Context: an optimization exercise on an open-source flow, tuned for a short achievable clock period and few clock cycles. The choices shown serve that exercise and are no tape-out recipe.
Function was not checked in any run shown here: the RTL went through the layout flow alone.
The clock port is modelled as an ideal driver; clocking choices that lean on that would not hold on a real chip.
Power and IR drop assume default switching activity.

`flow/config.mk`:
```
export PLATFORM = sky130hd
export DESIGN_NAME = vfifo_top
export DESIGN_NICKNAME = vfifo_top
export VERILOG_FILES = /design/flow/design.v
export SDC_FILE = /design/flow/constraint.sdc
export NUM_CORES = 4
export LEC_CHECK = 0
export ABC_CLOCK_PERIOD_IN_PS = 2000
export CAP_MARGIN = 20
export CORE_MARGIN = 2
export CORE_UTILIZATION = 65
export CTS_CLUSTER_DIAMETER = 60
export CTS_CLUSTER_SIZE = 30
export PLACE_DENSITY = 0.75
export SETUP_SLACK_MARGIN = 3.0
export SLEW_MARGIN = 20
```
`flow/constraint.sdc`:
```
create_clock -name core_clock -period 5.0 [get_ports {clk_axi}]
set_input_delay 1.0000 -clock core_clock [delete_from_list [all_inputs] [get_ports {clk_axi}]]
set_output_delay 1.0000 -clock core_clock [all_outputs]
set_load 0.01 [all_outputs]
```
`flow/design.v`:
```
`default_nettype none
package vfifo_cfg_pkg;
	localparam int word_width = 32;
	localparam int addr_width = 12;
	localparam int burst_beats = 16;
	localparam int beat_width = $clog2(burst_beats);
	localparam int burst_bytes = burst_beats * word_width / 8;
	localparam int region_base = 0;
	localparam int region_words = 256;
	localparam int region_end = region_base + region_words * word_width / 8;
	localparam int max_occupancy = region_words;
	localparam int ring_slots = region_words / burst_beats;
	localparam int slot_width = $clog2(ring_slots);
	localparam int buf_depth = 2 * burst_beats;
	localparam int buf_ptr_width = $clog2(buf_depth);
	localparam int level_width = $clog2(buf_depth + 1);
	localparam int occ_width = $clog2(max_occupancy + 1);
	typedef logic [word_width-1:0] word_t;
endpackage
`default_nettype wire
`timescale 1ns/1ps
`default_nettype none
module stream_buffer #(
	parameter int width = 32
) (
	input logic clk_axi,
	input logic rst_axi_n,
	input logic [width-1:0] wr_data,
	input logic wr_next,
	input logic wr_en,
	input logic rd_allow,
	output logic rd_take,
	output logic [width-1:0] rd_data,
	output logic rd_valid,
	input logic rd_ready
);
	localparam int depth = vfifo_cfg_pkg::buf_depth;
	localparam int side = 3;
	logic [width-1:0] mem [depth];
	logic [depth-1:0] wr_sel;
	logic [depth-1:0] wr_slot;
	logic [depth-1:0] rd_sel;
	logic [depth-1:0] fill;
	logic [width-1:0] mem_word;
	logic [width-1:0] stage;
	logic stage_valid;
	logic room;
	logic [width-1:0] sq [side];
	logic [side-1:0] sq_wr;
	logic [side-1:0] sq_rd;
	logic [side-1:0] sq_used;
	logic [width-1:0] sq_word;
	logic [width-1:0] head;
	logic head_valid;
	logic head_free;
	logic sq_out;
	assign head_free = !head_valid || rd_ready;
	assign sq_out = sq_used[0] && head_free;
	assign rd_data = head;
	assign room = !sq_used[2] && !(sq_used[1] && stage_valid);
	assign rd_take = rd_allow && fill[0] && room;
	always_comb begin
		sq_word = '0;
		for (int i = 0; i < side; i++) begin
			sq_word = sq_word | ({width{sq_rd[i]}} & sq[i]);
		end
	end
	always_comb begin
		mem_word = '0;
		for (int i = 0; i < depth; i++) begin
			mem_word = mem_word | ({width{rd_sel[i]}} & mem[i]);
		end
	end
	always_ff @(posedge clk_axi) begin
		for (int i = 0; i < depth; i++) begin
			if (wr_slot[i]) begin
				mem[i] <= wr_data;
			end
		end
		if (rd_take) begin
			stage <= mem_word;
		end
		for (int i = 0; i < side; i++) begin
			if (stage_valid && sq_wr[i]) begin
				sq[i] <= stage;
			end
		end
		head <= ({width{!head_free}} & head) | ({width{head_free}} & sq_word);
	end
	always_ff @(posedge clk_axi) begin
		if (!rst_axi_n) begin
			wr_sel <= depth'(1);
			wr_slot <= '0;
			rd_sel <= depth'(1);
			fill <= '0;
			stage_valid <= 1'b0;
			sq_wr <= side'(1);
			sq_rd <= side'(1);
			sq_used <= '0;
			head_valid <= 1'b0;
			rd_valid <= 1'b0;
		end else begin
			if (wr_en) begin
				wr_sel <= {wr_sel[depth-2:0], wr_sel[depth-1]};
				wr_slot <= {depth{wr_next}} & {wr_sel[depth-2:0], wr_sel[depth-1]};
			end else begin
				wr_slot <= {depth{wr_next}} & wr_sel;
			end
			if (rd_take) begin
				rd_sel <= {rd_sel[depth-2:0], rd_sel[depth-1]};
			end
			if (wr_en && !rd_take) begin
				fill <= {fill[depth-2:0], 1'b1};
			end else if (rd_take && !wr_en) begin
				fill <= {1'b0, fill[depth-1:1]};
			end
			stage_valid <= rd_take;
			if (stage_valid) begin
				sq_wr <= {sq_wr[side-2:0], sq_wr[side-1]};
			end
			if (sq_out) begin
				sq_rd <= {sq_rd[side-2:0], sq_rd[side-1]};
			end
			if (stage_valid && !sq_out) begin
				sq_used <= {sq_used[side-2:0], 1'b1};
			end else if (sq_out && !stage_valid) begin
				sq_used <= {1'b0, sq_used[side-1:1]};
			end
			head_valid <= sq_used[0] || (head_valid && !rd_ready);
			rd_valid <= sq_used[0] || (rd_valid && !rd_ready);
		end
	end
endmodule
`default_nettype wire
`timescale 1ns/1ps
`default_nettype none
module burst_writer (
	input logic clk_axi,
	input logic rst_axi_n,
	input logic commit,
	input logic slot_freed,
	output logic src_allow,
	input logic src_take,
	output logic [vfifo_cfg_pkg::addr_width-1:0] awaddr,
	output logic [7:0] awlen,
	output logic awvalid,
	input logic awready
);
	localparam int addr_width = vfifo_cfg_pkg::addr_width;
	localparam int burst_beats = vfifo_cfg_pkg::burst_beats;
	localparam int ring_slots = vfifo_cfg_pkg::ring_slots;
	localparam int slot_width = vfifo_cfg_pkg::slot_width;
	logic [slot_width-1:0] slot;
	logic [1:0] pending;
	logic [ring_slots-1:0] used;
	logic [2*burst_beats-1:0] credit;
	logic raise;
	logic aw_busy;
	assign awaddr = addr_width'({slot, 6'b0});
	assign awlen = 8'(burst_beats - 1);
	assign raise = (pending != '0 || commit) && !used[ring_slots-1] &&
		(!aw_busy || awready);
	assign src_allow = credit[0];
	always_ff @(posedge clk_axi) begin
		if (!rst_axi_n) begin
			slot <= '0;
			pending <= '0;
			used <= '0;
			credit <= '0;
			awvalid <= 1'b0;
			aw_busy <= 1'b0;
		end else begin
			awvalid <= (awvalid && !awready) || raise;
			aw_busy <= (aw_busy && !awready) || raise;
			if (aw_busy && awready) begin
				slot <= slot + 1'b1;
			end
			pending <= pending + 2'(commit) - 2'(raise);
			if (raise && !slot_freed) begin
				used <= {used[ring_slots-2:0], 1'b1};
			end else if (slot_freed && !raise) begin
				used <= {1'b0, used[ring_slots-1:1]};
			end
			case ({commit, src_take})
				2'b01: credit <= {1'b0, credit[2*burst_beats-1:1]};
				2'b10: credit <= {credit[burst_beats-1:0], {burst_beats{1'b1}}};
				2'b11: credit <= {credit[burst_beats:0], {(burst_beats-1){1'b1}}};
				default: ;
			endcase
		end
	end
endmodule
`default_nettype wire
`timescale 1ns/1ps
`default_nettype none
module burst_reader (
	input logic clk_axi,
	input logic rst_axi_n,
	input logic dst_pop,
	output vfifo_cfg_pkg::word_t dst_data,
	output logic dst_valid,
	output logic slot_written,
	output logic slot_freed,
	input logic [1:0] bresp,
	input logic bvalid,
	output logic bready,
	output logic [vfifo_cfg_pkg::addr_width-1:0] araddr,
	output logic [7:0] arlen,
	output logic arvalid,
	input logic arready,
	input vfifo_cfg_pkg::word_t rdata,
	input logic [1:0] rresp,
	input logic rlast,
	input logic rvalid,
	output logic rready
);
	localparam int addr_width = vfifo_cfg_pkg::addr_width;
	localparam int burst_beats = vfifo_cfg_pkg::burst_beats;
	localparam int beat_width = vfifo_cfg_pkg::beat_width;
	localparam int slot_width = vfifo_cfg_pkg::slot_width;
	localparam int ring_slots = vfifo_cfg_pkg::ring_slots;
	localparam int buf_depth = vfifo_cfg_pkg::buf_depth;
	logic [slot_width-1:0] slot;
	logic [ring_slots-1:0] pending;
	logic [buf_depth-1:0] credit;
	logic [beat_width-1:0] beat;
	logic raise;
	logic beat_last;
	logic ar_busy;
	assign bready = 1'b1;
	assign rready = 1'b1;
	assign araddr = addr_width'({slot, 6'b0});
	assign arlen = 8'(burst_beats - 1);
	assign slot_freed = dst_valid && beat_last;
	assign raise = (pending[0] || bvalid) && credit[burst_beats-1] &&
		(!ar_busy || arready);
	always_ff @(posedge clk_axi) begin
		dst_data <= rdata;
	end
	always_ff @(posedge clk_axi) begin
		if (!rst_axi_n) begin
			slot <= '0;
			pending <= '0;
			credit <= '1;
			beat <= '0;
			arvalid <= 1'b0;
			ar_busy <= 1'b0;
			beat_last <= 1'b0;
			dst_valid <= 1'b0;
			slot_written <= 1'b0;
		end else begin
			dst_valid <= rvalid;
			slot_written <= bvalid;
			if (dst_valid) begin
				beat <= beat + 1'b1;
				beat_last <= beat == beat_width'(burst_beats - 2);
			end
			arvalid <= (arvalid && !arready) || raise;
			ar_busy <= (ar_busy && !arready) || raise;
			if (ar_busy && arready) begin
				slot <= slot + 1'b1;
			end
			if (bvalid && !raise) begin
				pending <= {pending[ring_slots-2:0], 1'b1};
			end else if (raise && !bvalid) begin
				pending <= {1'b0, pending[ring_slots-1:1]};
			end
			case ({raise, dst_pop})
				2'b01: credit <= {credit[buf_depth-2:0], 1'b1};
				2'b10: credit <= {{burst_beats{1'b0}}, credit[buf_depth-1:burst_beats]};
				2'b11: credit <= {{(burst_beats-1){1'b0}}, credit[buf_depth-1:burst_beats-1]};
				default: ;
			endcase
		end
	end
endmodule
`default_nettype wire
`timescale 1ns/1ps
`default_nettype none
module vfifo_top (
	input logic clk_axi,
	input logic rst_axi_n,
	input vfifo_cfg_pkg::word_t in_data,
	input logic in_valid,
	output logic in_ready,
	output vfifo_cfg_pkg::word_t out_data,
	output logic out_valid,
	input logic out_ready,
	output logic [vfifo_cfg_pkg::occ_width-1:0] occupancy,
	output logic [vfifo_cfg_pkg::addr_width-1:0] awaddr,
	output logic [7:0] awlen,
	output logic awvalid,
	input logic awready,
	output vfifo_cfg_pkg::word_t wdata,
	output logic wlast,
	output logic wvalid,
	input logic wready,
	input logic [1:0] bresp,
	input logic bvalid,
	output logic bready,
	output logic [vfifo_cfg_pkg::addr_width-1:0] araddr,
	output logic [7:0] arlen,
	output logic arvalid,
	input logic arready,
	input vfifo_cfg_pkg::word_t rdata,
	input logic [1:0] rresp,
	input logic rlast,
	input logic rvalid,
	output logic rready
);
	localparam int word_width = vfifo_cfg_pkg::word_width;
	localparam int burst_beats = vfifo_cfg_pkg::burst_beats;
	localparam int beat_width = vfifo_cfg_pkg::beat_width;
	localparam int buf_depth = vfifo_cfg_pkg::buf_depth;
	localparam int level_width = vfifo_cfg_pkg::level_width;
	localparam int slot_width = vfifo_cfg_pkg::slot_width;
	typedef vfifo_cfg_pkg::word_t word_t;
	word_t in_word;
	logic in_taken;
	logic [beat_width-1:0] in_beat;
	logic in_last;
	logic commit;
	logic [buf_depth-1:0] in_count;
	logic push;
	logic in_open;
	logic w_fired;
	logic ingress_allow;
	logic ingress_take;
	word_t egress_data;
	logic egress_valid;
	logic egress_take;
	logic out_popped;
	logic slot_written;
	logic slot_freed;
	logic [slot_width:0] occ_bursts;
	assign push = in_valid && in_open;
	always_ff @(posedge clk_axi) begin
		in_word <= in_data;
		in_last <= in_beat == beat_width'(burst_beats - 1);
	end
	always_ff @(posedge clk_axi) begin
		if (!rst_axi_n) begin
			in_taken <= 1'b0;
			in_beat <= '0;
			commit <= 1'b0;
			in_count <= '0;
			in_ready <= 1'b1;
			in_open <= 1'b1;
			w_fired <= 1'b0;
			out_popped <= 1'b0;
			occ_bursts <= '0;
		end else begin
			in_taken <= push;
			commit <= push && in_beat == beat_width'(burst_beats - 1);
			if (push) begin
				in_beat <= in_beat + 1'b1;
			end
			if (push && !w_fired) begin
				in_count <= {in_count[buf_depth-2:0], 1'b1};
			end else if (w_fired && !push) begin
				in_count <= {1'b0, in_count[buf_depth-1:1]};
			end
			if (push) begin
				in_ready <= w_fired ? !in_count[buf_depth-1] : !in_count[buf_depth-2];
				in_open <= !(w_fired ? in_count[buf_depth-1] : in_count[buf_depth-2]);
			end else begin
				in_ready <= w_fired || !in_count[buf_depth-1];
				in_open <= !(!w_fired && in_count[buf_depth-1]);
			end
			w_fired <= wvalid && wready;
			out_popped <= out_valid && out_ready;
			case ({slot_written, slot_freed})
				2'b10: occ_bursts <= occ_bursts + 1'b1;
				2'b01: occ_bursts <= occ_bursts - 1'b1;
				default: ;
			endcase
		end
	end
	assign occupancy = {occ_bursts, 4'b0};
	stream_buffer #(.width(word_width + 1)) ingress_buffer (
		.clk_axi(clk_axi),
		.rst_axi_n(rst_axi_n),
		.wr_data({in_last, in_word}),
		.wr_next(push),
		.wr_en(in_taken),
		.rd_allow(ingress_allow),
		.rd_take(ingress_take),
		.rd_data({wlast, wdata}),
		.rd_valid(wvalid),
		.rd_ready(wready)
	);
	burst_writer burst_writer_inst (
		.clk_axi(clk_axi),
		.rst_axi_n(rst_axi_n),
		.commit(commit),
		.slot_freed(slot_freed),
		.src_allow(ingress_allow),
		.src_take(ingress_take),
		.awaddr(awaddr),
		.awlen(awlen),
		.awvalid(awvalid),
		.awready(awready)
	);
	burst_reader burst_reader_inst (
		.clk_axi(clk_axi),
		.rst_axi_n(rst_axi_n),
		.dst_pop(out_popped),
		.dst_data(egress_data),
		.dst_valid(egress_valid),
		.slot_written(slot_written),
		.slot_freed(slot_freed),
		.bresp(bresp),
		.bvalid(bvalid),
		.bready(bready),
		.araddr(araddr),
		.arlen(arlen),
		.arvalid(arvalid),
		.arready(arready),
		.rdata(rdata),
		.rresp(rresp),
		.rlast(rlast),
		.rvalid(rvalid),
		.rready(rready)
	);
	stream_buffer #(.width(word_width)) egress_buffer (
		.clk_axi(clk_axi),
		.rst_axi_n(rst_axi_n),
		.wr_data(egress_data),
		.wr_next(rvalid),
		.wr_en(egress_valid),
		.rd_allow(1'b1),
		.rd_take(egress_take),
		.rd_data(out_data),
		.rd_valid(out_valid),
		.rd_ready(out_ready)
	);
endmodule
`default_nettype wire
```
`flow/flow/run.sh`:
```
#!/bin/bash
# Own layout flow: the standard flow (standard.sh) with three changes.
#  1. Port buffers are sky130_fd_sc_hd__buf_4 (BUFFER_PORTS_ARGS) instead of the resizer's
#     default pick, a delay cell.
#  2. After placement, each output port's buffer is moved next to the register that drives
#     it (flow/move_out_buf.tcl) and the placement is legalized again.
#  3. After CTS, the clock root buffer is split into 4 buffers that the clock port drives
#     directly (flow/split_root.tcl), one per quarter of the old root's sinks; the rest of
#     the tree is kept. Then the standard flow continues from global routing.
# Each tool's full output goes to a log file of its own in this folder.
set -euo pipefail
export BUFFER_PORTS_ARGS="-buffer_cell sky130_fd_sc_hd__buf_4"
R=orfs/results/${FLOW_PLATFORM}/vfifo_top/base
PD="$FLOW_HOME/platforms/$FLOW_PLATFORM"

bash standard.sh place > std_to_place.log 2>&1

cp "$R/3_place.odb" "$R/3_place_std.odb"
PLATFORM_DIR="$PD" ODB_IN="$R/3_place_std.odb" SDC_IN="$R/3_place.sdc" ODB_OUT="$R/3_place.odb" \
	openroad -no_init -exit flow/move_out_buf.tcl > move_out_buf.log 2>&1

bash standard.sh cts > std_cts.log 2>&1

cp "$R/4_cts.odb" "$R/4_cts_std.odb"
PLATFORM_DIR="$PD" ODB_IN="$R/4_cts_std.odb" SDC_IN="$R/4_cts.sdc" ODB_OUT="$R/4_cts.odb" NROOT=4 \
	openroad -no_init -exit flow/split_root.tcl > split_root.log 2>&1

bash standard.sh finish > std_finish.log 2>&1
test -s out/final.def
```
`flow/flow/move_out_buf.tcl`:
```
# Place each output port's buffer next to the register that drives it, so that the register
# drives a short wire and the (stronger) port buffer drives the wire to the pin. Then legalize.
# Reads $::env(ODB_IN) and $::env(SDC_IN), writes $::env(ODB_OUT).
set p $::env(PLATFORM_DIR)
read_liberty $p/lib/sky130_fd_sc_hd__tt_025C_1v80.lib
read_db $::env(ODB_IN)
read_sdc $::env(SDC_IN)
source $p/setRC.tcl
set block [ord::get_db_block]
proc driver {net} {
  foreach it [$net getITerms] { if {[$it isOutputSignal]} { return $it } }
  return ""
}
set moved 0
foreach bt [$block getBTerms] {
  if {[$bt getIoType] ne "OUTPUT"} continue
  set d [driver [$bt getNet]]
  if {$d eq ""} continue
  set buf [$d getInst]
  set a [$buf findITerm A]
  if {$a eq "NULL" || $a eq ""} continue
  set fd [driver [$a getNet]]
  if {$fd eq ""} continue
  set ff [$fd getInst]
  if {![string match "*__df*" [[$ff getMaster] getName]]} continue
  lassign [$ff getLocation] fx fy
  $buf setLocation $fx $fy
  incr moved
}
puts "moved $moved output buffers"
detailed_placement
check_placement
write_db $::env(ODB_OUT)
```
`flow/flow/split_root.tcl`:
```
# Split the clock tree's root buffer into NROOT copies: the clock port drives NROOT
# clkbuf_16 roots, each placed at the middle of, and driving, the root's old sinks in one
# part of the die (split by recursive bisection, equal counts). The tree below is kept,
# so every register's clock path keeps its depth and stays balanced.
# Reads $::env(ODB_IN) and $::env(SDC_IN), writes $::env(ODB_OUT).
set p $::env(PLATFORM_DIR)
read_liberty $p/lib/sky130_fd_sc_hd__tt_025C_1v80.lib
read_db $::env(ODB_IN)
read_sdc $::env(SDC_IN)
source $p/setRC.tcl
set nroot $::env(NROOT)
set block [ord::get_db_block]
set db [ord::get_db]
set master [$db findMaster sky130_fd_sc_hd__clkbuf_16]
set clknet [$block findNet clk_axi]
# the root buffer: the one cell the clock port drives
set roots {}
foreach it [$clknet getITerms] { lappend roots [$it getInst] }
if {[llength $roots] != 1} { error "expected one root, got [llength $roots]" }
set root [lindex $roots 0]
set rootout [[$root findITerm X] getNet]
set sinks {}
foreach it [$rootout getITerms] {
  if {[$it isInputSignal] || [[$it getMTerm] getSigType] eq "CLOCK" || [$it getIoType] eq "INPUT"} {
    if {[$it getInst] ne $root} { lappend sinks $it }
  }
}
puts "root [$root getName] drives [llength $sinks] sinks"
proc loc {it} { set b [[$it getInst] getBBox]; return [list [expr {([$b xMin]+[$b xMax])/2}] [expr {([$b yMin]+[$b yMax])/2}]] }
# recursive bisection into nroot groups
proc bisect {items n axis} {
  if {$n <= 1} { return [list $items] }
  set sorted [lsort -integer -index 1 [lmap it $items {list $it [lindex [loc $it] $axis]}]]
  set half [expr {[llength $sorted] / 2}]
  set a [lmap x [lrange $sorted 0 [expr {$half-1}]] {lindex $x 0}]
  set b [lmap x [lrange $sorted $half end] {lindex $x 0}]
  set na [expr {$n / 2}]
  return [concat [bisect $a $na [expr {1-$axis}]] [bisect $b [expr {$n-$na}] [expr {1-$axis}]]]
}
set core [$block getCoreArea]
set axis [expr {([$core dx] >= [$core dy]) ? 0 : 1}]
set groups [bisect $sinks $nroot $axis]
set k 0
foreach g $groups {
  set sx 0; set sy 0
  foreach it $g { lassign [loc $it] x y; incr sx $x; incr sy $y }
  set cx [expr {$sx / [llength $g]}]; set cy [expr {$sy / [llength $g]}]
  if {$k == 0} {
    set buf $root
    set net $rootout
  } else {
    set buf [odb::dbInst_create $block $master "clkbuf_root_${k}_clk_axi"]
    set net [odb::dbNet_create $block "clknet_root_${k}_clk_axi"]
    $net setSigType CLOCK
    [$buf findITerm A] connect $clknet
    [$buf findITerm X] connect $net
    foreach it $g { $it disconnect; $it connect $net }
  }
  $buf setLocation [expr {$cx - [$master getWidth]/2}] [expr {$cy - [$master getHeight]/2}]
  $buf setPlacementStatus PLACED
  puts "group $k: [llength $g] sinks at ($cx, $cy)"
  incr k
}
detailed_placement
check_placement
estimate_parasitics -placement
set_propagated_clock [all_clocks]
report_clock_latency
write_db $::env(ODB_OUT)
```
`flow/standard.sh`:
```
#!/bin/bash
# synth_recipe.tcl (not shown) runs the flow's synth.tcl, then flattens the netlist and writes it again
# the make line also repeats each setting of config.mk as NAME=value (left out here)
make -C /OpenROAD-flow-scripts/flow DESIGN_CONFIG=/design/flow/config.mk WORK_HOME=/design/flow/orfs CLKGATE_MAP_FILE= SYNTH_SCRIPT=/design/flow/synth_recipe.tcl "${@:-finish}"
```
==> results of run 1 <==
## state kept, by name, indices dropped and copies added (netlist names), 33 cells and up, named ones only
register,count
egress_buffer.mem,1024
egress_buffer.sq,96
ingress_buffer.sq,99
ingress_buffer.mem,1056
ingress_buffer.stage,33
## worst max path at each step
stage	end	slack, ns
after floorplan	burst_reader_inst.pending[11]	2.68
after global placement	burst_writer_inst.credit[23]	1.90
after detailed placement	burst_writer_inst.credit[29]	1.87
after CTS	out_data[11]	2.44
after global routing	out_data[11]	2.68
final	out_data[11]	2.69
## per-layer routing
| layer | track usage | wire length, um | share of wire |
|---|---|---|---|
| met1 | 0.475 | 94000 | 0.33 |
| met3 | 0.0918 | 46200 | 0.16 |
| met5 | 0 | 271 | 0.00094 |
| met4 | 0.145 | 16000 | 0.056 |
| met2 | 0.540 | 131000 | 0.45 |
## cell type report
| cell class | instances | share of cell area |
|---|---|---|
| repair inverters | 3 | 0.000275 |
| clock inverters | 105 | 0.0132 |
| repair buffers | 402 | 0.0372 |
| diodes | 6 | 0.000132 |
| well taps | 2058 | 0.0226 |
| inverters | 88 | 0.00350 |
| plain buffers | 3 | 0.000660 |
| multi-input cells | 2720 | 0.163 |
| clock buffers | 162 | 0.0323 |
| flip-flops and latches | 2913 | 0.727 |
## cell usage after synthesis, types with 32 or more instances
master | count | area share
or4_1 | 66 | 0.0048
buf_2 | 45 | 0.0022
buf_4 | 40 | 0.0029
o21ai_0 | 32 | 0.0016
dfxtp_1 | 508 | 0.099
nand2_1 | 188 | 0.0069
clkbuf_1 | 356 | 0.013
a21oi_1 | 219 | 0.011
edfxtp_1 | 2405 | 0.70
nor3_1 | 39 | 0.0019
and2_1 | 55 | 0.0034
a22oi_1 | 1040 | 0.076
a222oi_1 | 65 | 0.0063
nand4_1 | 263 | 0.016
inv_1 | 86 | 0.0031
nor2_1 | 362 | 0.013
mux2i_1 | 215 | 0.021
## cells by family after synthesis
kind of cell / Yosys count / synth area share
buffers and inverters: 540 / 0.0219
adders and majority gates: 19 / 0.00239
other: 2 / 0.0000732
DFF: 2913 / 0.803
and+or+nand+nor: 1014 / 0.0488
xor gates and xnor gates: 15 / 0.00128
muxes: 231 / 0.0244
AOI/OAI and AO/OA: 1401 / 0.0981
## layout by cell type (no fill, tap or decap), types with 18 or more instances in the layout
cell type,n
nand2_1,184
nor2_1,361
nor3_1,36
o21ai_0,31
clkbuf_16,147
inv_8,18
and2_1,49
dfxtp_4,52
buf_8,24
nand3_1,18
buf_6,103
inv_6,20
or4_1,26
a22oi_1,1026
nand4_1,263
buf_4,227
dfxtp_2,101
inv_1,81
clkinv_8,20
dfxtp_1,355
a222oi_1,65
mux2i_1,215
a21oi_1,217
or4_4,40
buf_12,43
conb_1,38
edfxtp_1,2405
## worst reg2reg max path, cell delays in order, from the launching register on
cell	delay [ns]
dfxtp_2	0.37
buf_8	0.26
a22oi_2	0.28
nand4_1	0.15
or4_4	0.66
## repair_timing
item                                   in CTS  in global routing
gates cloned                                6                  1
setup endpoints to repair                 422                454
endpoints found under the hold margin       0                  0
setup buffers                              52                 58
pin swaps                                   8                 15
resized for setup                         278                 80
hold buffers                                0                  0
## through the flow
step | utilization | hold WS (ns) | power, mW
after floorplan | - | 0.428 | 28.2
after global placement | 0.678 | 0.435 | 29.0
after detailed placement | 0.678 | 0.442 | 29.0
after CTS | 0.721 | 0.227 | 43.1
after global routing | 0.728 | 0.473 | 44.3
final | 0.728 | 0.460 | 43.3
## power by group
group	total, mW	leakage [nW]	switching [mW]	internal, mW
sequential	27.0	26.0	0.442	26.6
clock	14.6	2.52	8.08	6.49
combinational	1.70	7.86	0.997	0.698
==> results.py, run 1 <==
metrics = {
    "timing": {
        "final-hold-violation-count": 0,
        "rsz0062_at_grt": "true",
        "clock_skew_ns": 0.0366,
        "period_minus_slack_ns": 2.31,
        "setup_viol": 0,
        "fmax_ghz": 0.432,
        "relSlewSlack": 0.273,
        "drv_slew": 0,
        "finalCritPeriodShare": 0.463,
        "worst_slack_ns": 2.69,
        "worst_pin_slew_ns": 1.09,
        "setup_tns_ns": 0,
    },
    "min_path": {
        "hold_start": "egress_buffer.sq_wr[0]",
        "min_to": "egress_buffer.sq_wr[0]",
        "worstHoldPathType": "flip-flop to flip-flop",
        "hold_depth": 1,
    },
    "clocking": {
        "insertion_delay_ns": 0.61,
        "cts_tree": "done",
        "cts_max_path_buffers": 3,
        "cts_sinks": 2913,
        "cts_inserted_buffers": 144,
        "htreeDepth": 4,
        "clkTransAtPathRegs_ns": 0.10,
        "cts_root_buf": "clkbuf_16",
    },
    "cells_and_area": {
        "layout-drive-gt1-share": 0.144,
        "fin_nets": 6372,
        "area_growth_pct": 10.9,
        "final_cells": 8460,
        "ff_latch_area_mm2": 0.0827,
        "finalInstanceArea_mm2": 0.114,
        "multiInputGateArea_mm2": 0.0186,
        "nFillCells": 9074,
    },
    "detailed_routing": {
        "firstDrtPassIters": 9,
        "wl_per_cell_um": 33.9,
        "drc": 0,
        "drtIter0Drc": 10425,
        "via_per_inst": 7.15,
        "vias": 60468,
        "wl_um": 287000,
        "postRouteAntennaNets": 0,
    },
    "place": {
        "port_buffers": 155,
        "hpwl_um": 137000,
        "placed_area_mm2": 0.106,
        "gp_congestion": 0.803,
        "dp_cells": 8067,
        "place_ws_ns": 1.87,
    },
    "global_route": {
        "antenna_found_initial": 14,
        "grt_usage": 0.348,
        "grt_pass1_wl_um": 401000,
        "grt_max_degree": 178,
        "grt_pass1_vias": 56412,
        "overflow": 0,
    },
    "setup_path": {
        "worstPathMaxFanout": 1,
        "crit_family": "flip-flops",
        "arrival_ns": 1.31,
        "path_class": "flip-flop to output pin",
        "r2r_end": "egress_buffer.stage[2]",
        "worstReg2RegStart": "egress_buffer.rd_sel[13]",
        "path_buf_inv": 1,
        "reg2reg_depth": 4,
        "end_kind": "output pin",
        "crit_cells": 1,
        "max_stage_delay_ns": 0.53,
        "crit_chain": "buf_6",
        "cp_data_required_time_ns": 4.00,
        "cp_slowest_cell": "edfxtp_1",
        "worstSetupStartpointType": "flip-flop",
        "ff2ff_setup_slack_ns": 2.98,
    },
    "floorplanning": {
        "row_count": 145,
        "die_w_um": 401,
        "die-area_mm2": 0.161,
        "die_h_um": 401,
        "core_mm2": 0.156,
        "ios": 199,
        "start_util": 0.656,
    },
    "run_status": {
        "outcome": "finished clean",
    },
    "synthesis": {
        "avgSynthCellArea_um2": 16.7,
        "synth_edf_count": 2405,
        "ys_types": 47,
        "synth_flop_cell": "edfxtp_1",
        "netlist_instances": 6135,
        "synth-seq-cells": 2913,
        "ys.warnings.count": 9,
        "yosysSeqAreaShare": 0.803,
        "synth_area_mm2": 0.103,
        "synthArstFlopShare": 0,
    },
    "power_and_ir_drop": {
        "power_density_mw_per_mm2": 380,
        "ir_worst_vdd_uv": 405,
        "p_leak_nw": 36.3,
    },
    "flow_run": {
        "drv_cap": 0,
    },
}
==> run 2, diff against run 1 <==
--- a/flow/design.v
+++ b/flow/design.v
@@ -41,7 +41,10 @@
 	logic [depth-1:0] wr_slot;
 	logic [depth-1:0] rd_sel;
 	logic [depth-1:0] fill;
-	logic [width-1:0] mem_word;
+	logic [width-1:0] mem_word_lo;
+	logic [width-1:0] mem_word_hi;
+	logic [width-1:0] stage_lo;
+	logic [width-1:0] stage_hi;
 	logic [width-1:0] stage;
 	logic stage_valid;
 	logic room;
@@ -66,20 +69,22 @@
 		end
 	end
 	always_comb begin
-		mem_word = '0;
-		for (int i = 0; i < depth; i++) begin
-			mem_word = mem_word | ({width{rd_sel[i]}} & mem[i]);
+		mem_word_lo = '0;
+		mem_word_hi = '0;
+		for (int i = 0; i < depth / 2; i++) begin
+			mem_word_lo = mem_word_lo | ({width{rd_sel[i]}} & mem[i]);
+			mem_word_hi = mem_word_hi | ({width{rd_sel[depth/2+i]}} & mem[depth/2+i]);
 		end
 	end
+	assign stage = stage_lo | stage_hi;
 	always_ff @(posedge clk_axi) begin
 		for (int i = 0; i < depth; i++) begin
 			if (wr_slot[i]) begin
 				mem[i] <= wr_data;
 			end
 		end
-		if (rd_take) begin
-			stage <= mem_word;
-		end
+		stage_lo <= mem_word_lo;
+		stage_hi <= mem_word_hi;
 		for (int i = 0; i < side; i++) begin
 			if (stage_valid && sq_wr[i]) begin
 				sq[i] <= stage;
==> results.py, run 2 <==
metrics = {
    "setup_path": {
        "arrival_ns": 1.25,
        "reg2reg_depth": 3,
        "cp-endpoint": "out_data[19]",
        "crit_family": "flip-flops",
        "worstSetupStartpointType": "flip-flop",
        "worstPathMaxFanout": 1,
        "path_buf_inv": 1,
        "crit_cells": 1,
        "path_class": "flip-flop to output pin",
        "ff2ff_setup_slack_ns": 2.98,
        "cp_slowest_cell": "edfxtp_1",
        "max_stage_delay_ns": 0.50,
        "crit_chain": "buf_6",
        "worstReg2RegStart": "egress_buffer.sq_rd[0]",
        "end_kind": "output pin",
        "cp_data_required_time_ns": 4.00,
    },
    "detailed_routing": {
        "drtIter0Drc": 8622,
        "postRouteAntennaNets": 0,
        "via_per_inst": 6.89,
        "firstDrtPassIters": 7,
        "drc": 0,
        "vias": 57672,
        "wl_per_cell_um": 30.1,
        "wl_um": 252000,
    },
    "floorplanning": {
        "ios": 199,
        "die_w_um": 403,
        "die_h_um": 403,
        "core_mm2": 0.158,
        "die-area_mm2": 0.163,
        "start_util": 0.654,
        "row_count": 146,
    },
    "place": {
        "hpwl_um": 128000,
        "port_buffers": 155,
        "place_ws_ns": 1.63,
        "gp_congestion": 0.780,
    },
    "cells_and_area": {
        "final_common_cell": "edfxtp_1",
        "fin_nets": 6268,
        "final_cell_mix": "edfxtp_1, a221oi_1, a22o_1, dfxtp_1, nor2_1",
        "area_growth_pct": 9.86,
        "top_regs": "ingress_buffer.mem (1056), egress_buffer.mem (1024), ingress_buffer.sq (99)",
        "largest_reg_flops": 1056,
        "nFillCells": 9349,
        "largest-register": "ingress_buffer.mem",
        "layout-drive-gt1-share": 0.142,
    },
    "run_status": {
        "outcome": "finished clean",
    },
    "min_path": {
        "worstHoldPathType": "flip-flop to flip-flop",
    },
    "synthesis": {
        "netlist_instances": 6070,
        "synth-seq-cells": 2978,
        "ys.warnings.count": 9,
        "yosysSeqAreaShare": 0.801,
        "synth_top_area_frac": 0.678,
        "synth_area_leader_cell": "edfxtp_1",
        "avgSynthCellArea_um2": 17.1,
        "synth.area.top_cells": "edfxtp_1, dfxtp_1, a221oi_1",
        "synth_flop_cell": "edfxtp_1",
        "synth.most_common_cell": "edfxtp_1",
        "ys_types": 49,
        "synthArstFlopShare": 0,
        "synth_edf_count": 2340,
        "synthTopCellsByCount": "edfxtp_1, dfxtp_1, a221oi_1",
        "synth_area_mm2": 0.104,
    },
    "global_route": {
        "grt_pass1_wl_um": 362000,
        "antenna_found_initial": 17,
        "overflow": 0,
        "grt_usage": 0.304,
        "grt_pass1_vias": 54280,
        "grt_max_degree": 143,
    },
    "clocking": {
        "insertion_delay_ns": 0.61,
        "cts_root_buf": "clkbuf_16",
        "clkTransAtPathRegs_ns": 0.09,
        "cts_tree": "done",
        "cts_sinks": 2978,
        "cts_max_path_buffers": 3,
        "htreeDepth": 4,
        "cts_inserted_buffers": 146,
    },
    "power_and_ir_drop": {
        "pwr-share-clk": 0.337,
        "ir_worst_vdd_uv": 359,
        "swShare": 0.219,
        "power.switching_mw": 9.67,
        "internal_power_mw": 34.5,
        "p_leak_nw": 37.2,
        "power_density_mw_per_mm2": 388,
        "seq_power_share": 0.625,
        "combPwrFrac": 0.039,
    },
    "timing": {
        "clock_skew_ns": 0.0442,
        "period_minus_slack_ns": 2.25,
        "setup_tns_ns": 0,
        "finalCritPeriodShare": 0.451,
        "worst_pin_slew_ns": 1.17,
        "whs_ns": 0.464,
        "rsz0062_at_grt": "true",
        "drv_slew": 0,
        "setup_viol": 0,
        "relSlewSlack": 0.218,
        "fmax_ghz": 0.444,
        "final-hold-violation-count": 0,
        "worst_slack_ns": 2.75,
    },
    "flow_run": {
        "drv_cap": 0,
    },
}
==> run 2: changes by cell type in the layout (fill, tap and decap cells not counted), moves of 17 or more <==
cell / before / now
a221oi_1: 14 / 534
a22o_1: 0 / 520
a22oi_1: 1026 / 0
buf_12: 43 / 13
buf_4: 227 / 244
buf_8: 24 / 4
dfxtp_1: 355 / 476
dfxtp_2: 101 / 151
dfxtp_4: 52 / 11
edfxtp_1: 2405 / 2340
nand4_1: 263 / 133
or2_2: 0 / 65
or4_1: 26 / 1
or4_4: 40 / 0
==> run 2: power by group through the flow <==
stage | Combinational (mW) | Sequential [mW] | Clock [mW]
after global placement | 1.44 | 28.1 | 0
after detailed placement | 1.47 | 28.1 | 0
after CTS | 1.63 | 27.6 | 14.9
after floorplan | 0.842 | 27.9 | 0
final | 1.71 | 27.6 | 14.9
after global routing | 1.81 | 27.7 | 15.8
==> run 2: worst min path at each step <==
stage | to | slack (ns) | from | depth (start not counted)
after floorplan | egress_buffer.sq_wr[0] | 0.43 | egress_buffer.sq_wr[0] | 1
after global placement | egress_buffer.sq_wr[0] | 0.44 | egress_buffer.sq_wr[0] | 1
after detailed placement | ingress_buffer.sq_wr[0] | 0.45 | ingress_buffer.sq_wr[0] | 1
after CTS | burst_reader_inst.dst_data[12] | 0.21 | rdata[12] | 1
after global routing | burst_reader_inst.dst_data[13] | 0.47 | rdata[13] | 1
final | egress_buffer.sq_wr[0] | 0.46 | egress_buffer.sq_wr[0] | 1
==> run 2: final cells by class <==
cell class                 count  area (um2)  share of cell area
inverter                      88         407             0.00357
timing repair inverter         2        22.5            0.000198
clock inverter               108        1530              0.0134
buffer                         3        75.1            0.000659
clock buffer                 163        3760              0.0330
tap                         2072        2590              0.0228
antenna                        7        17.5            0.000154
multi-input combinational   2588       18700               0.164
timing repair buffer         364        3450              0.0303
sequential                  2978       83300               0.731
==> run 2: stage by stage <==
stage	cells	util	area, um2	total power [mW]
final	8373	0.719	114000	44.2
after detailed placement	8019	0.676	107000	29.6
after global placement	8018	0.676	107000	29.5
after floorplan	6106	-	104000	28.8
after CTS	8325	0.714	113000	44.1
after global routing	8366	0.719	114000	45.3
==> run 2: cells by family (layout without fill, tap and decap cells) <==
logic type,after synthesis,count (layout),share of synthesized area
compound gates,1401,1401,0.110
xor+xnor,15,15,0.00127
fa+ha+maj,19,19,0.00237
buf+inv,540,728,0.0215
flops,2978,2978,0.801
mux,231,231,0.0244
other cells,2,45,0.0000725
simple gates,884,884,0.0395
==> run 2: what timing repair did <==
action	4_1_cts	5_1_grt
pin swaps	9	9
gates cloned	3	3
setup endpoints to repair	336	423
resized for setup	121	47
buffers inserted	32	34
hold buffers	0	0
==> run 2: routing by layer <==
metal  global-route usage  up-vias  routed length [um]
met4               0.0645        6                5290
met1                0.458    29155               97300
met3               0.0590      381               32200
met2                0.471     3790              117000
li1                     -    24340                   -
met5                    0        -                  47
==> run 3, diff against run 2 <==
--- a/flow/design.v
+++ b/flow/design.v
@@ -83,6 +83,7 @@
 				mem[i] <= wr_data;
 			end
 		end
+		wr_slot <= {depth{wr_next}} & (wr_en ? {wr_sel[depth-2:0], wr_sel[depth-1]} : wr_sel);
 		stage_lo <= mem_word_lo;
 		stage_hi <= mem_word_hi;
 		for (int i = 0; i < side; i++) begin
@@ -90,12 +91,13 @@
 				sq[i] <= stage;
 			end
 		end
-		head <= ({width{!head_free}} & head) | ({width{head_free}} & sq_word);
+		if (head_free) begin
+			head <= sq_word;
+		end
 	end
 	always_ff @(posedge clk_axi) begin
 		if (!rst_axi_n) begin
 			wr_sel <= depth'(1);
-			wr_slot <= '0;
 			rd_sel <= depth'(1);
 			fill <= '0;
 			stage_valid <= 1'b0;
@@ -107,9 +109,6 @@
 		end else begin
 			if (wr_en) begin
 				wr_sel <= {wr_sel[depth-2:0], wr_sel[depth-1]};
-				wr_slot <= {depth{wr_next}} & {wr_sel[depth-2:0], wr_sel[depth-1]};
-			end else begin
-				wr_slot <= {depth{wr_next}} & wr_sel;
 			end
 			if (rd_take) begin
 				rd_sel <= {rd_sel[depth-2:0], rd_sel[depth-1]};
--- a/flow/flow/move_out_buf.tcl
+++ b/flow/flow/move_out_buf.tcl
@@ -22,7 +22,7 @@
   set fd [driver [$a getNet]]
   if {$fd eq ""} continue
   set ff [$fd getInst]
-  if {![string match "*__df*" [[$ff getMaster] getName]]} continue
+  if {![string match "*dfxtp*" [[$ff getMaster] getName]]} continue
   lassign [$ff getLocation] fx fy
   $buf setLocation $fx $fy
   incr moved
==> results.py, run 3 <==
metrics = {
    "run_status": {
        "outcome": "finished with violations",
        "so.violations": "antenna rules",
    },
    "timing": {
        "rsz0062_at_grt": "true",
        "finalCritPeriodShare": 0.432,
        "drv_slew": 0,
        "setup_tns_ns": 0,
        "worst_pin_slew_ns": 1.21,
        "period_minus_slack_ns": 2.16,
        "final-hold-violation-count": 0,
        "clock_skew_ns": 0.0390,
        "relSlewSlack": 0.191,
        "setup_viol": 0,
        "fmax_ghz": 0.463,
    },
    "cells_and_area": {
        "finalInstanceArea_mm2": 0.114,
        "layout-drive-gt1-share": 0.143,
        "top_regs": "ingress_buffer.mem (1056), egress_buffer.mem (1024), ingress_buffer.sq (99)",
        "fin_nets": 6252,
        "final_common_cell": "edfxtp_1",
        "final_cell_mix": "edfxtp_1, a221oi_1, a22o_1, dfxtp_1, nor2_1",
        "largest-register": "ingress_buffer.mem",
        "largest_reg_flops": 1056,
        "area_growth_pct": 9.94,
    },
    "global_route": {
        "gr-max-usage-layer": "met2",
        "antenna_found_initial": 9,
        "grt_usage": 0.303,
        "grt_pass1_vias": 54088,
        "use_met3": 0.0660,
        "use_met2": 0.460,
        "grt_pass1_wl_um": 361000,
        "met1_usage": 0.456,
        "grt_max_degree": 174,
        "overflow": 0,
    },
    "detailed_routing": {
        "drc": 0,
        "via_per_inst": 6.85,
        "firstDrtPassIters": 6,
        "wl_um": 252000,
        "drtIter0Drc": 8459,
        "vias": 57350,
        "wl_per_cell_um": 30.0,
        "postRouteAntennaNets": 1,
    },
    "setup_path": {
        "path_buf_inv": 1,
        "max_stage_delay_ns": 0.42,
        "reg2reg_depth": 3,
        "ff2ff_setup_slack_ns": 3.00,
        "end_kind": "output pin",
        "cp_data_required_time_ns": 4.00,
        "worstSetupStartpointType": "flip-flop",
        "worstReg2RegStart": "egress_buffer.rd_sel[2]",
        "crit_chain": "buf_6",
        "cp-startpoint": "egress_buffer.head[17]",
        "arrival_ns": 1.16,
        "r2r_end": "egress_buffer.stage_lo[1]",
        "path_class": "flip-flop to output pin",
        "cp_slowest_cell": "edfxtp_1",
        "worstPathMaxFanout": 1,
        "crit_family": "flip-flops",
    },
    "clocking": {
        "cts_root_buf": "clkbuf_16",
        "clkTransAtPathRegs_ns": 0.10,
        "cts_max_path_buffers": 3,
        "cts_inserted_buffers": 150,
        "cts_tree": "done",
        "insertion_delay_ns": 0.60,
        "cts_sinks": 2978,
        "htreeDepth": 4,
    },
    "flow_run": {
        "drv_cap": 0,
    },
    "synthesis": {
        "ys_types": 50,
        "synth.area.top_cells": "edfxtp_1, dfxtp_1, a221oi_1",
        "synth_flop_cell": "edfxtp_1",
        "synth-seq-cells": 2978,
        "ys.warnings.count": 9,
        "avgSynthCellArea_um2": 17.1,
        "synth_top_area_frac": 0.678,
        "synth_edf_count": 2340,
        "yosysSeqAreaShare": 0.802,
        "netlist_instances": 6067,
        "synth.most_common_cell": "edfxtp_1",
        "synthArstFlopShare": 0,
        "synth_area_leader_cell": "edfxtp_1",
        "synthTopCellsByCount": "edfxtp_1, dfxtp_1, a221oi_1",
        "synth_area_mm2": 0.104,
    },
    "floorplanning": {
        "ios": 199,
        "die_w_um": 403,
        "die-area_mm2": 0.163,
        "start_util": 0.654,
        "row_count": 146,
        "core_mm2": 0.158,
        "die_h_um": 403,
    },
    "min_path": {
        "hold_depth": 2,
        "hold_start": "ingress_buffer.mem[24][2]",
        "worstHoldPathType": "flip-flop to flip-flop",
        "min_to": "ingress_buffer.stage_hi[2]",
    },
    "power_and_ir_drop": {
        "power_density_mw_per_mm2": 391,
        "ir_worst_vdd_uv": 265,
        "p_leak_nw": 37.2,
    },
    "place": {
        "gp_congestion": 0.780,
        "port_buffers": 155,
        "hpwl_um": 127000,
        "placed_area_mm2": 0.107,
    },
}
==> run 3: changes by cell type after synthesis, moves of 4 or more <==
| cell | previous run | this run |
|---|---|---|
| and2_1 | 55 | 25 |
| buf_1 | 16 | 12 |
| nor2_1 | 362 | 394 |
| nor2b_1 | 3 | 34 |
| nor3_1 | 39 | 7 |
==> run 3: layout make-up <==
| class | instances | area, um2 |
|---|---|---|
| diodes | 16 | 40.0 |
| plain buffers | 3 | 75.1 |
| clock buffers | 181 | 4090 |
| clock inverters | 101 | 1330 |
| fillers | 9424 | 44500 |
| inverters | 88 | 390 |
| multi-input cells | 2589 | 18700 |
| flip-flops and latches | 2978 | 83300 |
| well taps | 2072 | 2590 |
| repair buffers | 344 | 3330 |
| repair inverters | 1 | 11.3 |
==> run 3: how the worst max path moves through the flow <==
stage                                     to  slack (ns)  depth (start not counted)
4_1_cts                         out_data[31]        2.53                          1
3_5_place_dp           egress_buffer.fill[2]        1.66                          7
5_1_grt                         out_data[17]        2.80                          1
3_3_place_gp          egress_buffer.fill[14]        1.71                          7
2_1_floorplan  burst_reader_inst.pending[11]        2.69                         11
6_report                        out_data[17]        2.84                          1
==> run 3: repair_timing <==
action / in CTS / in global routing
hold buffers: 0 / 0
endpoints found under the setup margin: 408 / 343
gates cloned: 3 / 3
setup buffers: 30 / 21
gates resized for setup: 137 / 41
pin swaps: 8 / 9
endpoints found under the hold margin: 0 / 0
==> run 3: power by group <==
group,switching (mW),leakage [nW],total (mW),internal [mW]
Clock,8.18,2.66,15.0,6.84
Sequential,0.545,26.4,27.7,27.1
Combinational,1.10,8.13,1.87,0.775
==> run 3: cells by family (layout without fill, tap and decap cells) <==
logic type,count (synthesis),count (layout),synth area share
xor+xnor,15,15,0.00127
simple gates,883,884,0.0390
other cells,2,54,0.0000725
mux,231,231,0.0244
compound gates,1402,1402,0.110
flops,2978,2978,0.802
buf+inv,537,718,0.0214
fa+ha+maj,19,19,0.00237
==> run 3: per-stage QoR <==
step	hold WS [ns]	worst slack [ns]	instances	utilization	total power, mW
2_1_floorplan	0.432	2.69	6103	-	28.9
3_3_place_gp	0.441	1.71	8013	0.675	29.7
3_5_place_dp	0.451	1.66	8014	0.675	29.8
4_1_cts	0.201	2.53	8329	0.715	44.5
5_1_grt	0.478	2.80	8358	0.719	45.6
6_report	0.474	2.84	8373	0.719	44.5
==> run 3: per-layer routing <==
| layer | share of wire | wire length [um] |
|---|---|---|
| met1 | 0.39 | 99000 |
| met2 | 0.45 | 114000 |
| met3 | 0.13 | 32800 |
| met4 | 0.022 | 5450 |
| met5 | 0.00017 | 44 |

-- afterwards: timing with drivers on the ports --
The results above use ideal ports. As a check the final layouts listed here were re-extracted and re-timed, cells and wires unchanged.
Step 1: set_driving_cell puts a clkbuf_16 on clk_axi and a buf_2 on each other input, an assumption about the parent block.
Step 2 moves the port delays by t, midway between the first and last clock arrival at a register: inputs arrive t later, outputs are due t later. That takes back most of the time a late clock gives input paths.
Three values: ideal, step 1, step 2; two values: the first two.
run | t (ns) | slack for setup (ns) | worst register clock-pin slew, ns | worst data-port slew with drivers (ns)
run 1 | 0.758 | 2.686 / 2.512 / 2.443 | 0.11 / 0.11 | 0.08
run 2 | 0.756 | 2.746 / 2.576 / 2.397 | 0.11 / 0.11 | 0.12
run 3 | 0.764 | 2.840 / 2.662 / 2.451 | 0.11 / 0.11 | 0.17
For run 3, which loses most, drivers alone change the setup slack by -0.178 ns; drivers and shift together by -0.389 ns.
